From an optimization exercise on the open Yosys and OpenROAD flow, aimed at small area; shortcuts taken in it are not production practice. The RTL was checked by simulation tests, not by an equivalence proof against the original design. No driver is modelled on the clock port, so clocking that relies on it looks cheaper here than on a real chip. No activity file was given, so power comes from the tool's default toggle rates.

==> inputs of wip/sierra <==
==> flow/design.v <==
package flanger_pkg;
  typedef struct packed {
    logic signed [15:0] left;
    logic signed [15:0] right;
  } sample_t;
  typedef enum logic [2:0] {
    IDLE,
    READ,
    OUT_REQ,
    SWAP,
    OUT_DONE,
    IN_ACK
  } ctrl_state_t;
endpackage
`timescale 1ns/1ps
module flanger_ctrl (
  input  logic clk,
  input  logic n_rst,
  input  logic in_req,
  input  logic out_ack,
  input  logic slot_end,
  input  logic at_tap,
  input  logic tap_reg,
  input  logic at_swap,
  output logic in_ack,
  output logic out_req,
  output logic rd_en,
  output logic swap,
  output logic stall
);
  flanger_pkg::ctrl_state_t state;
  flanger_pkg::ctrl_state_t next_state;
  assign rd_en = (state == flanger_pkg::READ) && (tap_reg || at_tap);
  assign swap  = (state == flanger_pkg::SWAP) && at_swap;
  assign stall = swap && slot_end;
  always_ff @(posedge clk, negedge n_rst) begin
    if (!n_rst) begin
      state <= flanger_pkg::IDLE;
    end else begin
      state <= next_state;
    end
  end
  always_comb begin
    next_state = state;
    case (state)
      flanger_pkg::IDLE: begin
        if (in_req && slot_end) begin
          next_state = flanger_pkg::READ;
        end
      end
      flanger_pkg::READ: begin
        if (rd_en && slot_end) begin
          next_state = flanger_pkg::OUT_REQ;
        end
      end
      flanger_pkg::OUT_REQ: begin
        if (out_ack && slot_end) begin
          next_state = flanger_pkg::SWAP;
        end
      end
      flanger_pkg::SWAP: begin
        if (stall) begin
          next_state = flanger_pkg::OUT_DONE;
        end
      end
      flanger_pkg::OUT_DONE: begin
        if (!out_ack) begin
          next_state = flanger_pkg::IN_ACK;
        end
      end
      flanger_pkg::IN_ACK: begin
        if (!in_req) begin
          next_state = flanger_pkg::IDLE;
        end
      end
      default: begin
        next_state = flanger_pkg::IDLE;
      end
    endcase
  end
  assign out_req = (state == flanger_pkg::OUT_REQ);
  assign in_ack  = (state == flanger_pkg::IN_ACK);
endmodule
`timescale 1ns/1ps
module sweep_addr_gen (
  input  logic               clk,
  input  logic               n_rst,
  input  logic               stall,
  output logic [3-1:0]  dig,
  output logic               slot_end,
  output logic               at_tap,
  output logic               tap_reg,
  output logic               at_swap,
  output logic               no_wet
);
  localparam int STEP_W = $clog2(8);
  localparam logic [5:0] L0  = 6'b000101;
  localparam logic [5:0] L1  = 6'b001011;
  localparam logic [5:0] L36 = 6'b000000;    
  localparam logic [5:0] L38 = 6'b000011;    
  function automatic logic [5:0] step(input logic [5:0] x);
    step = {x[4:0], ~(x[5] ^ x[4])};
  endfunction
  function automatic logic [5:0] unstep(input logic [5:0] x);
    unstep = {~(x[0] ^ x[5]), x[5:1]};
  endfunction
  logic [5:0]        pos;
  logic [5:0]        tap;
  logic [STEP_W-1:0] step_cnt;
  logic              dir_dn;
  logic              at_end;
  logic              turn_dn;
  assign slot_end = (dig == 3'(8 - 1));
  assign tap_reg  = (tap == L0);
  assign at_tap   = (pos == tap);
  assign at_swap  = (pos == L1);
  assign no_wet   = !dir_dn && (tap == L36) && !step_cnt[STEP_W-1];
  always_ff @(posedge clk, negedge n_rst) begin
    if (!n_rst) begin
      dig <= '0;
      pos <= L36;
    end else begin
      dig <= dig + 1'b1;
      if (slot_end && !stall) begin
        pos <= (pos == L38) ? L0 : step(pos);
      end
    end
  end
  assign at_end  = dir_dn ? (tap == L36) : tap_reg;
  assign turn_dn = dir_dn ^ at_end;
  always_ff @(posedge clk, negedge n_rst) begin
    if (!n_rst) begin
      step_cnt <= '0;
      tap      <= L36;
      dir_dn   <= 1'b0;
    end else if (stall) begin
      step_cnt <= step_cnt + 1'b1;
      if (step_cnt == STEP_W'(8 - 1)) begin
        tap    <= turn_dn ? step(tap) : unstep(tap);
        dir_dn <= turn_dn;
      end
    end
  end
endmodule
`timescale 1ns/1ps
module delay_line_ram (
  input  logic                clk,
  input  logic                wr_en,
  input  logic [4-1:0]   wr_digit,
  output logic [4-1:0]   rd_digit
);
  localparam int STAGES = (40 - 1) * 8;
  logic [4-1:0] ring [0:STAGES-1];
  always_ff @(posedge clk) begin
    ring[0] <= wr_en ? wr_digit : ring[STAGES-1];
    for (int i = 1; i < STAGES; i++) begin
      ring[i] <= ring[i-1];
    end
  end
  assign rd_digit = ring[STAGES-1];
endmodule
`timescale 1ns/1ps
module flanger_mixer (
  input  logic                 clk,
  input  logic                 rd_en,
  input  logic                 swap,
  input  logic                 wet_reg,
  input  logic [3-1:0]    dig,
  input  logic                 flanger_en,
  input  logic                 no_wet,
  input  logic [4-1:0]    dry,
  input  logic [4-1:0]    ring_digit,
  output flanger_pkg::sample_t mix_out
);
  logic [4-1:0] fr [0:8-1];
  logic [4-1:0] wet;
  logic [4-1:0] b;
  logic [4-1:0] fr_in;
  logic              first_dig;
  logic              last_dig;
  logic              cy_r;
  logic              cy_l;
  assign wet = wet_reg ? fr[8-1] : ring_digit;
  assign b = flanger_en ? (no_wet ? '0 : wet) : dry;
  assign first_dig = (dig == '0);
  assign last_dig  = (dig == 3'(8 - 1));
  logic c0_r, s0_r, c1_r, s1_r, x_r;
  logic c0_l, s0_l, c1_l, s1_l, x_l;
  always_comb begin
    {c0_r, s0_r} = dry[0] + b[0] + (cy_r & !first_dig);
    {c1_r, s1_r} = dry[1] + b[1] + c0_r;
    {c0_l, s0_l} = dry[2] + b[2] + (cy_l & !first_dig);
    {c1_l, s1_l} = dry[3] + b[3] + c0_l;
    x_r = dry[1] ^ b[1] ^ c1_r;
    x_l = dry[3] ^ b[3] ^ c1_l;
  end
  assign fr_in = swap ? ring_digit : {s1_l, s0_l, s1_r, s0_r};
  always_ff @(posedge clk) begin
    if (rd_en) begin
      cy_r <= last_dig ? x_r : c1_r;
      cy_l <= last_dig ? x_l : c1_l;
    end
    if (swap || rd_en) begin
      fr[0] <= fr_in;
      for (int i = 1; i < 8; i++) begin
        fr[i] <= fr[i-1];
      end
    end
  end
  always_comb begin
    for (int k = 0; k < 8; k++) begin
      mix_out.right[2*k] = fr[8-1-k][1];
      mix_out.left[2*k]  = fr[8-1-k][3];
    end
    for (int k = 0; k < 8-1; k++) begin
      mix_out.right[2*k+1] = fr[8-2-k][0];
      mix_out.left[2*k+1]  = fr[8-2-k][2];
    end
    mix_out.right[15] = cy_r;
    mix_out.left[15]  = cy_l;
  end
endmodule
`timescale 1ns/1ps
module flanger_top (
  input  logic                 clk,
  input  logic                 n_rst,
  input  logic                 flanger_en,
  input  logic                 in_req,
  input  logic                 out_ack,
  input  flanger_pkg::sample_t in_data,
  output logic                 in_ack,
  output logic                 out_req,
  output flanger_pkg::sample_t out_data
);
  logic                rd_en;
  logic                swap;
  logic                stall;
  logic                slot_end;
  logic                at_tap;
  logic                tap_reg;
  logic                at_swap;
  logic                no_wet;
  logic [3-1:0]   dig;
  logic [4-1:0]   in_digit;
  logic [4-1:0]   rd_digit;
  assign in_digit = {in_data.left[2*dig+1], in_data.left[2*dig],
                     in_data.right[2*dig+1], in_data.right[2*dig]};
  flanger_ctrl u_ctrl (
    .clk      (clk),
    .n_rst    (n_rst),
    .in_req   (in_req),
    .out_ack  (out_ack),
    .slot_end (slot_end),
    .at_tap   (at_tap),
    .tap_reg  (tap_reg),
    .at_swap  (at_swap),
    .in_ack   (in_ack),
    .out_req  (out_req),
    .rd_en    (rd_en),
    .swap     (swap),
    .stall    (stall)
  );
  sweep_addr_gen u_addr (
    .clk      (clk),
    .n_rst    (n_rst),
    .stall    (stall),
    .dig      (dig),
    .slot_end (slot_end),
    .at_tap   (at_tap),
    .tap_reg  (tap_reg),
    .at_swap  (at_swap),
    .no_wet   (no_wet)
  );
  delay_line_ram u_ram (
    .clk      (clk),
    .wr_en    (swap),
    .wr_digit (in_digit),
    .rd_digit (rd_digit)
  );
  flanger_mixer u_mixer (
    .clk        (clk),
    .rd_en      (rd_en),
    .swap       (swap),
    .wet_reg    (tap_reg),
    .dig        (dig),
    .flanger_en (flanger_en),
    .no_wet     (no_wet),
    .dry        (in_digit),
    .ring_digit (rd_digit),
    .mix_out    (out_data)
  );
endmodule
==> flow/flow/run.sh <==
#!/bin/bash
# Standard layout (standard.sh, unchanged synthesis) with these changes:
# - after floorplanning, the combinational logic is re-mapped for area
#   (restructure.tcl);
# - the clock tree has fewer, larger leaf clusters driven by buf_12 (about
#   the drive of clkbuf_16 at less area), no dummy loads, and after CTS a
#   leaf buffer with an unusually slow clock edge is upsized (upsize.tcl);
# - each port gets the smallest buffer.
# ORFS writes each step's full log under orfs/logs; make's own output goes
# to standard.log.
set -e
export POST_FLOORPLAN_TCL="$PWD/flow/restructure.tcl"
export POST_CTS_TCL="$PWD/flow/upsize.tcl"
export CTS_ARGS="-sink_clustering_enable -repair_clock_nets -sink_clustering_size 34 -sink_clustering_max_diameter 100 -buf_list sky130_fd_sc_hd__buf_12 -root_buf sky130_fd_sc_hd__buf_12 -sink_buffer_max_cap_derate 1.0 -dont_use_dummy_load"
export BUFFER_PORTS_ARGS="-buffer_cell sky130_fd_sc_hd__buf_1"
bash standard.sh > standard.log 2>&1
==> flow/flow/restructure.tcl <==
# Run after floorplanning: re-map the combinational logic for area with
# OpenROAD's restructure (ABC). Registers and their names are left alone.
# restructure reads a liberty file directly and ignores set_dont_use, so it
# gets a copy of the platform's library without the don't-use cells.
proc write_lib_without {src dst patterns} {
  set in [open $src r]
  set out [open $dst w]
  set skip 0
  set depth 0
  while {[gets $in line] >= 0} {
    if {!$skip && [regexp {^\s*cell\s*\(\s*"?([A-Za-z0-9_]+)"?\s*\)} $line -> name]} {
      foreach p $patterns {
        if {[string match $p $name]} {
          set skip 1
          set depth 0
          break
        }
      }
    }
    if {$skip} {
      incr depth [expr {[regexp -all {\{} $line] - [regexp -all {\}} $line]}]
      if {$depth <= 0 && [string first "\}" $line] >= 0} {
        set skip 0
      }
      continue
    }
    puts $out $line
  }
  close $in
  close $out
}

set rmp_dir $::env(RESULTS_DIR)/rmp
file mkdir $rmp_dir
set lib $rmp_dir/restructure.lib
write_lib_without $::env(PLATFORM_DIR)/lib/sky130_fd_sc_hd__tt_025C_1v80.lib $lib $::env(DONT_USE_CELLS)
restructure -target area -liberty_file $lib \
  -tielo_port sky130_fd_sc_hd__conb_1/LO -tiehi_port sky130_fd_sc_hd__conb_1/HI \
  -work_dir $rmp_dir
report_design_area
==> flow/flow/upsize.tcl <==
# Run after CTS: a leaf clock buffer whose flip-flop clock pins would see a
# slow edge (an unusually spread-out cluster) is replaced by a stronger one,
# then the placement is legalised again.
set limit 0.128
estimate_parasitics -placement
set n 0
foreach inst [get_cells clkbuf_leaf_*] {
  set out [get_pins -of_objects $inst -filter "direction == output"]
  set worst 0
  foreach pin [get_pins -of_objects [get_nets -of_objects $out] -filter "direction == input"] {
    set s [get_property $pin slew_max]
    if {$s > $worst} { set worst $s }
  }
  if {$worst > $limit} {
    puts "upsize.tcl: [get_full_name $inst] worst clock pin slew $worst"
    replace_cell $inst sky130_fd_sc_hd__clkbuf_16
    incr n
  }
}
puts "upsize.tcl: upsized $n leaf clock buffers"
if {$n > 0} {
  detailed_placement
  check_placement -verbose
}
==> flow/standard.sh <==
#!/bin/bash
# synth_recipe.tcl (not shown) runs the flow's synth.tcl, then flattens the netlist and writes it again
# the make line also repeats each setting of config.mk as NAME=value (left out here)
make -C /OpenROAD-flow-scripts/flow DESIGN_CONFIG=/design/flow/config.mk WORK_HOME=/design/flow/orfs CLKGATE_MAP_FILE= SYNTH_SCRIPT=/design/flow/synth_recipe.tcl "${@:-finish}"
==> flow/config.mk <==
export PLATFORM = sky130hd
export DESIGN_NAME = flanger_top
export DESIGN_NICKNAME = flanger_top
export VERILOG_FILES = /design/flow/design.v
export SDC_FILE = /design/flow/constraint.sdc
export NUM_CORES = 4
export LEC_CHECK = 0
export CAP_MARGIN = 20
export CORE_MARGIN = 2
export CORE_UTILIZATION = 40
export PLACE_DENSITY = 0.6
export SLEW_MARGIN = 20
==> flow/constraint.sdc <==
create_clock -name core_clock -period 6.0 [get_ports {clk}]
set_input_delay 1.2000 -clock core_clock [delete_from_list [all_inputs] [get_ports {clk}]]
set_output_delay 1.2000 -clock core_clock [all_outputs]
set_load 0.01 [all_outputs]
==> inputs of wip/garnet, as changes to wip/sierra <==
--- a/flow/design.v
+++ b/flow/design.v
@@ -8,2 +8,3 @@
     READ,
+    FIN,
     OUT_REQ,
@@ -27,2 +28,3 @@
   output logic rd_en,
+  output logic fin,
   output logic swap,
@@ -33,2 +35,3 @@
   assign rd_en = (state == flanger_pkg::READ) && (tap_reg || at_tap);
+  assign fin   = (state == flanger_pkg::FIN);
   assign swap  = (state == flanger_pkg::SWAP) && at_swap;
@@ -52,4 +55,7 @@
         if (rd_en && slot_end) begin
-          next_state = flanger_pkg::OUT_REQ;
-        end
+          next_state = flanger_pkg::FIN;
+        end
+      end
+      flanger_pkg::FIN: begin
+        next_state = flanger_pkg::OUT_REQ;
       end
@@ -165,2 +171,3 @@
   input  logic                 rd_en,
+  input  logic                 fin,
   input  logic                 swap,
@@ -177,2 +184,3 @@
   logic [4-1:0] b;
+  logic [4-1:0] res;
   logic [4-1:0] fr_in;
@@ -180,4 +188,7 @@
   logic              last_dig;
+  logic              shift;
   logic              cy_r;
   logic              cy_l;
+  logic              h_r;
+  logic              h_l;
   assign wet = wet_reg ? fr[8-1] : ring_digit;
@@ -196,9 +207,11 @@
   end
-  assign fr_in = swap ? ring_digit : {s1_l, s0_l, s1_r, s0_r};
+  assign res   = fin ? {cy_l, h_l, cy_r, h_r} : {s0_l, h_l, s0_r, h_r};
+  assign fr_in = swap ? ring_digit : res;
+  assign shift = swap || fin || (rd_en && (wet_reg || !first_dig));
   always_ff @(posedge clk) begin
-    if (rd_en) begin
-      cy_r <= last_dig ? x_r : c1_r;
-      cy_l <= last_dig ? x_l : c1_l;
-    end
-    if (swap || rd_en) begin
+    cy_r <= last_dig ? x_r : c1_r;
+    cy_l <= last_dig ? x_l : c1_l;
+    h_r  <= s1_r;
+    h_l  <= s1_l;
+    if (shift) begin
       fr[0] <= fr_in;
@@ -211,11 +224,7 @@
     for (int k = 0; k < 8; k++) begin
-      mix_out.right[2*k] = fr[8-1-k][1];
-      mix_out.left[2*k]  = fr[8-1-k][3];
-    end
-    for (int k = 0; k < 8-1; k++) begin
-      mix_out.right[2*k+1] = fr[8-2-k][0];
-      mix_out.left[2*k+1]  = fr[8-2-k][2];
-    end
-    mix_out.right[15] = cy_r;
-    mix_out.left[15]  = cy_l;
+      mix_out.right[2*k]   = fr[8-1-k][0];
+      mix_out.right[2*k+1] = fr[8-1-k][1];
+      mix_out.left[2*k]    = fr[8-1-k][2];
+      mix_out.left[2*k+1]  = fr[8-1-k][3];
+    end
   end
@@ -235,2 +244,3 @@
   logic                rd_en;
+  logic                fin;
   logic                swap;
@@ -259,2 +269,3 @@
     .rd_en    (rd_en),
+    .fin      (fin),
     .swap     (swap),
@@ -282,2 +293,3 @@
     .rd_en      (rd_en),
+    .fin        (fin),
     .swap       (swap),
==> flow/flow/run.sh (replaced) <==
#!/bin/bash
# Standard layout (standard.sh, unchanged synthesis) with three changes:
# the combinational logic re-mapped for area after floorplanning
# (restructure.tcl), a clock tree of fewer, larger leaf clusters driven by
# buf_12 (about the drive of clkbuf_16 at less area) without dummy loads,
# and the smallest buffer on each port. ORFS writes each step's log under
# orfs/logs; make's own output goes to standard.log.
set -e
export POST_FLOORPLAN_TCL="$PWD/flow/restructure.tcl"
export CTS_ARGS="-sink_clustering_enable -repair_clock_nets -sink_clustering_size 34 -sink_clustering_max_diameter 100 -buf_list sky130_fd_sc_hd__buf_12 -root_buf sky130_fd_sc_hd__buf_12 -sink_buffer_max_cap_derate 1.0 -dont_use_dummy_load"
export BUFFER_PORTS_ARGS="-buffer_cell sky130_fd_sc_hd__buf_1"
bash standard.sh > standard.log 2>&1
removed: flow/flow/upsize.tcl
==> inputs of wip/xenon, as changes to wip/sierra <==
--- a/flow/design.v
+++ b/flow/design.v
@@ -8,2 +8,3 @@
     READ,
+    FIN,
     OUT_REQ,
@@ -27,2 +28,3 @@
   output logic rd_en,
+  output logic fin,
   output logic swap,
@@ -33,2 +35,3 @@
   assign rd_en = (state == flanger_pkg::READ) && (tap_reg || at_tap);
+  assign fin   = (state == flanger_pkg::FIN);
   assign swap  = (state == flanger_pkg::SWAP) && at_swap;
@@ -52,5 +55,8 @@
         if (rd_en && slot_end) begin
-          next_state = flanger_pkg::OUT_REQ;
+          next_state = flanger_pkg::FIN;
         end
       end
+      flanger_pkg::FIN: begin
+        next_state = flanger_pkg::OUT_REQ;
+      end
       flanger_pkg::OUT_REQ: begin
@@ -112,2 +118,3 @@
   logic              turn_dn;
+  logic              started;
   assign slot_end = (dig == 3'(8 - 1));
@@ -116,3 +123,3 @@
   assign at_swap  = (pos == L1);
-  assign no_wet   = !dir_dn && (tap == L36) && !step_cnt[STEP_W-1];
+  assign no_wet   = !started;
   always_ff @(posedge clk, negedge n_rst) begin
@@ -135,4 +142,8 @@
       dir_dn   <= 1'b0;
+      started  <= 1'b0;
     end else if (stall) begin
       step_cnt <= step_cnt + 1'b1;
+      if (step_cnt == STEP_W'(4 - 1)) begin
+        started <= 1'b1;
+      end
       if (step_cnt == STEP_W'(8 - 1)) begin
@@ -165,2 +176,3 @@
   input  logic                 rd_en,
+  input  logic                 fin,
   input  logic                 swap,
@@ -177,2 +189,3 @@
   logic [4-1:0] b;
+  logic [4-1:0] res;
   logic [4-1:0] fr_in;
@@ -180,4 +193,7 @@
   logic              last_dig;
+  logic              shift;
   logic              cy_r;
   logic              cy_l;
+  logic              h_r;
+  logic              h_l;
   assign wet = wet_reg ? fr[8-1] : ring_digit;
@@ -196,9 +212,11 @@
   end
-  assign fr_in = swap ? ring_digit : {s1_l, s0_l, s1_r, s0_r};
+  assign res   = fin ? {cy_l, h_l, cy_r, h_r} : {s0_l, h_l, s0_r, h_r};
+  assign fr_in = swap ? ring_digit : res;
+  assign shift = swap || fin || (rd_en && (wet_reg || !first_dig));
   always_ff @(posedge clk) begin
-    if (rd_en) begin
-      cy_r <= last_dig ? x_r : c1_r;
-      cy_l <= last_dig ? x_l : c1_l;
-    end
-    if (swap || rd_en) begin
+    cy_r <= last_dig ? x_r : c1_r;
+    cy_l <= last_dig ? x_l : c1_l;
+    h_r  <= s1_r;
+    h_l  <= s1_l;
+    if (shift) begin
       fr[0] <= fr_in;
@@ -211,11 +229,7 @@
     for (int k = 0; k < 8; k++) begin
-      mix_out.right[2*k] = fr[8-1-k][1];
-      mix_out.left[2*k]  = fr[8-1-k][3];
-    end
-    for (int k = 0; k < 8-1; k++) begin
-      mix_out.right[2*k+1] = fr[8-2-k][0];
-      mix_out.left[2*k+1]  = fr[8-2-k][2];
+      mix_out.right[2*k]   = fr[8-1-k][0];
+      mix_out.right[2*k+1] = fr[8-1-k][1];
+      mix_out.left[2*k]    = fr[8-1-k][2];
+      mix_out.left[2*k+1]  = fr[8-1-k][3];
     end
-    mix_out.right[15] = cy_r;
-    mix_out.left[15]  = cy_l;
   end
@@ -235,2 +249,3 @@
   logic                rd_en;
+  logic                fin;
   logic                swap;
@@ -259,2 +274,3 @@
     .rd_en    (rd_en),
+    .fin      (fin),
     .swap     (swap),
@@ -282,2 +298,3 @@
     .rd_en      (rd_en),
+    .fin        (fin),
     .swap       (swap),
==> flow/flow/run.sh (replaced) <==
#!/bin/bash
# Standard layout (standard.sh, unchanged synthesis) with three changes:
# the combinational logic re-mapped for area after floorplanning
# (restructure.tcl), a clock tree of fewer, larger leaf clusters driven by
# buf_12 (about the drive of clkbuf_16 at less area) without dummy loads,
# and the smallest buffer on each port. ORFS writes each step's log under
# orfs/logs; make's own output goes to standard.log.
set -e
export POST_FLOORPLAN_TCL="$PWD/flow/restructure.tcl"
export CTS_ARGS="-sink_clustering_enable -repair_clock_nets -sink_clustering_size 32 -sink_clustering_max_diameter 100 -buf_list sky130_fd_sc_hd__buf_12 -root_buf sky130_fd_sc_hd__buf_12 -sink_buffer_max_cap_derate 1.0 -dont_use_dummy_load"
export BUFFER_PORTS_ARGS="-buffer_cell sky130_fd_sc_hd__buf_1"
bash standard.sh > standard.log 2>&1
==> flow/flow/restructure.tcl (replaced) <==
# Run after floorplanning: re-map the combinational logic for area with
# OpenROAD's restructure (ABC). Registers and their names are left alone.
set lib $::env(PLATFORM_DIR)/lib/sky130_fd_sc_hd__tt_025C_1v80.lib
set rmp_dir $::env(RESULTS_DIR)/rmp
file mkdir $rmp_dir
restructure -target area -liberty_file $lib \
  -tielo_port sky130_fd_sc_hd__conb_1/LO -tiehi_port sky130_fd_sc_hd__conb_1/HI \
  -work_dir $rmp_dir
report_design_area
removed: flow/flow/upsize.tcl
==> summary of the runs <==
Of wip/sierra and wip/xenon, wip/xenon has the higher design area (gap 0.59%, measured against wip/xenon). The highest clock skew belongs to wip/garnet, the lowest to wip/sierra. Sequential power is about the same in wip/garnet and wip/sierra. Of wip/sierra and wip/xenon, wip/xenon has the higher cell count (gap about 0.6%, measured against wip/xenon). In wip/sierra the routed wire length is larger than in wip/garnet, by about 1%. Between wip/xenon and wip/garnet, the lower worst setup slack is in wip/xenon (gap 0.68 ns). Total power, lowest first: wip/sierra, wip/garnet, wip/xenon. Non-clock buffer count is the same in wip/xenon and wip/garnet. The lowest first-iteration DRC count belongs to wip/xenon, the highest to wip/garnet. The highest hold slack belongs to wip/xenon, the lowest to wip/garnet.
==> figures <==
metric	wip/garnet	wip/sierra	wip/xenon
Smallest hold slack	0.273 ns	0.286 ns	0.291 ns
Simple-gate share of the synthesized area	0.851%	1.19%	0.863%
Share of the core filled with cells	43.6%	42.9%	43.6%
Clock network power	3420 µW	3420 µW	3510 µW
Routing usage on met2	10.8%	11.4%	11.3%
Worst flop-to-flop path startpoint	u_addr.dig[1]	u_addr.dig[1]	u_addr.pos[3]
Termination of the worst setup path	u_addr.dir_dn	u_addr.tap[5]	u_addr.tap[4]
Routability-driven placement congestion ratio	0.733	0.784	0.773
Initial detailed-routing violation count	659	541	445
Run status	timing/DRC/antenna clean	timing/DRC/antenna clean	timing/DRC/antenna clean
Clock net sink count	1306	1304	1307
Maximum number of pins on one net before global-route repair	35	35	33
Post-synthesis compound-gate area fraction	1.26%	1.21%	1.10%
Standard-cell rows	96	97	96
Inserted Clock Buffers	44	-	46
Min-delay src	u_ram.ring[200][0]	u_ram.ring[149][2]	u_ram.ring[297][1]
Total number of vias	9752	9700	9759
Cell chosen for the clock root	sky130_fd_sc_hd__buf_12	-	sky130_fd_sc_hd__buf_12
Clk buf depth	3	-	3
M3 GR Usage	1.92%	2.05%	1.91%
DR WL met2	10800 µm	11200 µm	11300 µm

[afterwards: timing with drivers on the ports]
How much do the figures lean on ideal ports? The routed layouts below were timed once more, with nothing changed but the port constraints.
Step 1 assumes that a clkbuf_16 drives the clock port and a buf_2 every other input.
Step 2 times the ports against the registers' clock, not the clock port: input delays grow and output delays shrink by t, the midpoint of the rising clock arrivals with the driver on.
Three values: no drivers, after step 1, after step 2; two values: the first two.
| run | t (ns) | slack for setup (ns) | worst register clock-pin slew, ns | pins driven straight from the clock port |
|---|---|---|---|---|
| wip/sierra | 0.589 | 2.258 / 2.258 / 2.258 | 0.12 / 0.12 | 1 |
| wip/garnet | 0.600 | 2.796 / 2.796 / 2.518 | 0.12 / 0.12 | 1 |
| wip/xenon | 0.599 | 2.120 / 2.120 / 2.120 | 0.12 / 0.12 | 1 |
After both steps every run listed still meets setup and hold. The setup slack of wip/garnet, which loses most, moves by 0.000 ns with the drivers and by -0.278 ns with both steps.
